This is an optimization exercise on Yosys and OpenROAD, whose aim is small area, a short achievable clock period and few clock cycles, not a production implementation.
Function was checked by simulation only, so behaviour that the tests miss may differ from the original.
Power is estimated from default activity; no workload was simulated.

## matrix_mac
module matrix_mac
(
  input  logic         i_clk,
  input  logic         i_rst_n,
  input  logic         i_clear,
  input  logic         i_start,
  input  logic [14:0]  i_instr,
  input  logic [255:0] i_mat_a,
  input  logic [255:0] i_mat_b,
  output logic         o_busy,
  output logic         o_done,
  output logic [15:0]  o_wenable,
  output logic [255:0] o_result
);
For scale: ~8700 cells after synthesis, roughly 810 I/O pins, about 0.093 sq mm of cells after synthesis.
export LEC_CHECK = 0
export CAP_MARGIN = 20
export CORE_MARGIN = 2
export CORE_UTILIZATION = 55
export GPL_TIMING_DRIVEN = 0
export SETUP_SLACK_MARGIN = 0.3
export SLEW_MARGIN = 20
export SYNTH_HIERARCHICAL = 1
create_clock -name core_clock -period 6.2 [get_ports {i_clk}]
standard.sh (not shown) runs the stock make flow with config.mk's settings and CLKGATE_MAP_FILE= SYNTH_SCRIPT=/design/flow/synth_recipe.tcl, a recipe that flattens the netlist after the stock synthesis.
==> flow/flow/run.sh <==
#!/bin/bash
# Layout: the standard flow (standard.sh, its synthesis unchanged), with one
# change: the port buffers that global placement inserts are sky130 buf_2 cells
# instead of the default clkdlybuf4s50_1 delay cells. Every port still gets its
# buffer. make's full output goes to make.log here; ORFS keeps each step's log
# under orfs/logs/.
set -euo pipefail
bash standard.sh "BUFFER_PORTS_ARGS=-buffer_cell sky130_fd_sc_hd__buf_2" finish > make.log 2>&1
The first run completed, yet does not pass: antenna violations.
Testbench counts at the start, summed over its fixed seeds: cycles 1,632.
Then changed:
==> flow/run.sh (new file) <==
#!/bin/bash
# synth_recipe.tcl (not shown) runs the flow's synth.tcl, then flattens the netlist and writes it again
# the make line also repeats each setting of config.mk as NAME=value (left out here)
make -C /OpenROAD-flow-scripts/flow DESIGN_CONFIG=/design/flow/config.mk WORK_HOME=/design/flow/orfs CLKGATE_MAP_FILE= SYNTH_SCRIPT=/design/flow/synth_recipe.tcl finish
Settings changed: SETUP_SLACK_MARGIN 0.3 to 0.8.
removed: flow/flow/run.sh
removed: flow/standard.sh
Result:
- Now the flow ran to the end with no violations
- setup slack improves by 0.45 ns
- global-route usage climbs by 0.93 points
- sequential power hardly moves
- routed wire length climbs by 2.8%
- design area climbs by 8.3%
- power climbs by about 6%
- die area is unchanged
- cell count climbs by 2.7%
- via count climbs by 3.0%
- combinational power climbs by about 10%
- area after synthesis stays the same
Then changed:
Settings changed: SETUP_SLACK_MARGIN 0.8 to 0.5.
Result: Sequential cell count does not change; die area is unchanged; worst hold slack improved by 0.066 ns; cell count goes down by 2.2%; total power goes down by 0.70%; synthesized cell count stays the same; clock power goes up by about 3%; final area goes down by 3.2%; setup slack got worse by 0.33 ns; area after synthesis does not change.

Setup of v6:
matrix_mac again, from the RTL that the note above started with.
export LEC_CHECK = 0
export CAP_MARGIN = 20
export CORE_MARGIN = 2
export CORE_UTILIZATION = 65
export GPL_TIMING_DRIVEN = 0
export SETUP_SLACK_MARGIN = 0.3
export SLEW_MARGIN = 20
export SYNTH_HIERARCHICAL = 1
create_clock -name core_clock -period 6.2 [get_ports {i_clk}]
==> flow/flow/run.sh <==
#!/bin/bash
# Layout: the standard flow (standard.sh, its synthesis unchanged), with one
# change: the port buffers that global placement inserts are sky130 buf_2 cells
# instead of the default clkdlybuf4s50_1 delay cells. Every port still gets its
# buffer. make's full output goes to make.log here; ORFS keeps each step's log
# under orfs/logs/.
set -euo pipefail
bash standard.sh "BUFFER_PORTS_ARGS=-buffer_cell sky130_fd_sc_hd__buf_2" finish > make.log 2>&1
v6 was carried through to the last stage, and its layout satisfied the timing, DRC and antenna checks.
Testbench counts of v6, summed over its fixed seeds: cycles 1,632.
Input-level comparison between v7 and v6:
- CORE_UTILIZATION changed from 65 to 50
### Flow results
- Delta (v7 minus v6): worst setup slack after layout increased 0.030 ns; required arrival time at the worst endpoint shows an increase of 0.07 ns; clock-buffer cell count dropped 7; share of the core filled with cells went down.
- Of v6 and v7, v6 shows the higher via count, with v7 below it.
- Cell count in v7 is 651 above v6.
- Changes observed in v7 relative to v6: reported max-cap violation count has remained practically unchanged, sequential share of layout area lower, met3 demand-to-capacity share in global routing decreased 12 points.

==> port drivers added, routing unchanged <==
No port has a modelled driver above. Below, the same layouts with a new extraction and two added sets of constraints. Step 1 sets driving cells, clkbuf_16 on the clock port and buf_2 on the other inputs (assumed; they add their load-dependent delay and slew). Step 2 times the ports against the registers' clock, not the clock port: input delays grow and output delays shrink by t, the midpoint of the rising clock arrivals with the driver on. a / b / c = ideal ports / drivers / drivers and shift; a / b = the first two.
run | t, ns | setup slack, ns | latest minus earliest clock arrival (ns) | worst data-port slew with drivers (ns)
the first run of note 1 | 0.867 | 0.297 / 0.280 / -0.587 | 0.049 / 0.049 | 0.29
the second run of note 1 | 0.890 | 0.749 / 0.733 / -0.152 | 0.038 / 0.038 | 0.29
the third run of note 1 | 0.863 | 0.422 / 0.433 / -0.430 | 0.040 / 0.040 | 0.32
v6 | 0.850 | 0.284 / 0.273 / -0.577 | 0.030 / 0.030 | 0.35
v7 | 0.893 | 0.314 / 0.316 / -0.536 | 0.059 / 0.059 | 0.38
The setup slack of the second run of note 1, which loses most, moves by -0.016 ns with the drivers and by -0.901 ns with both steps.
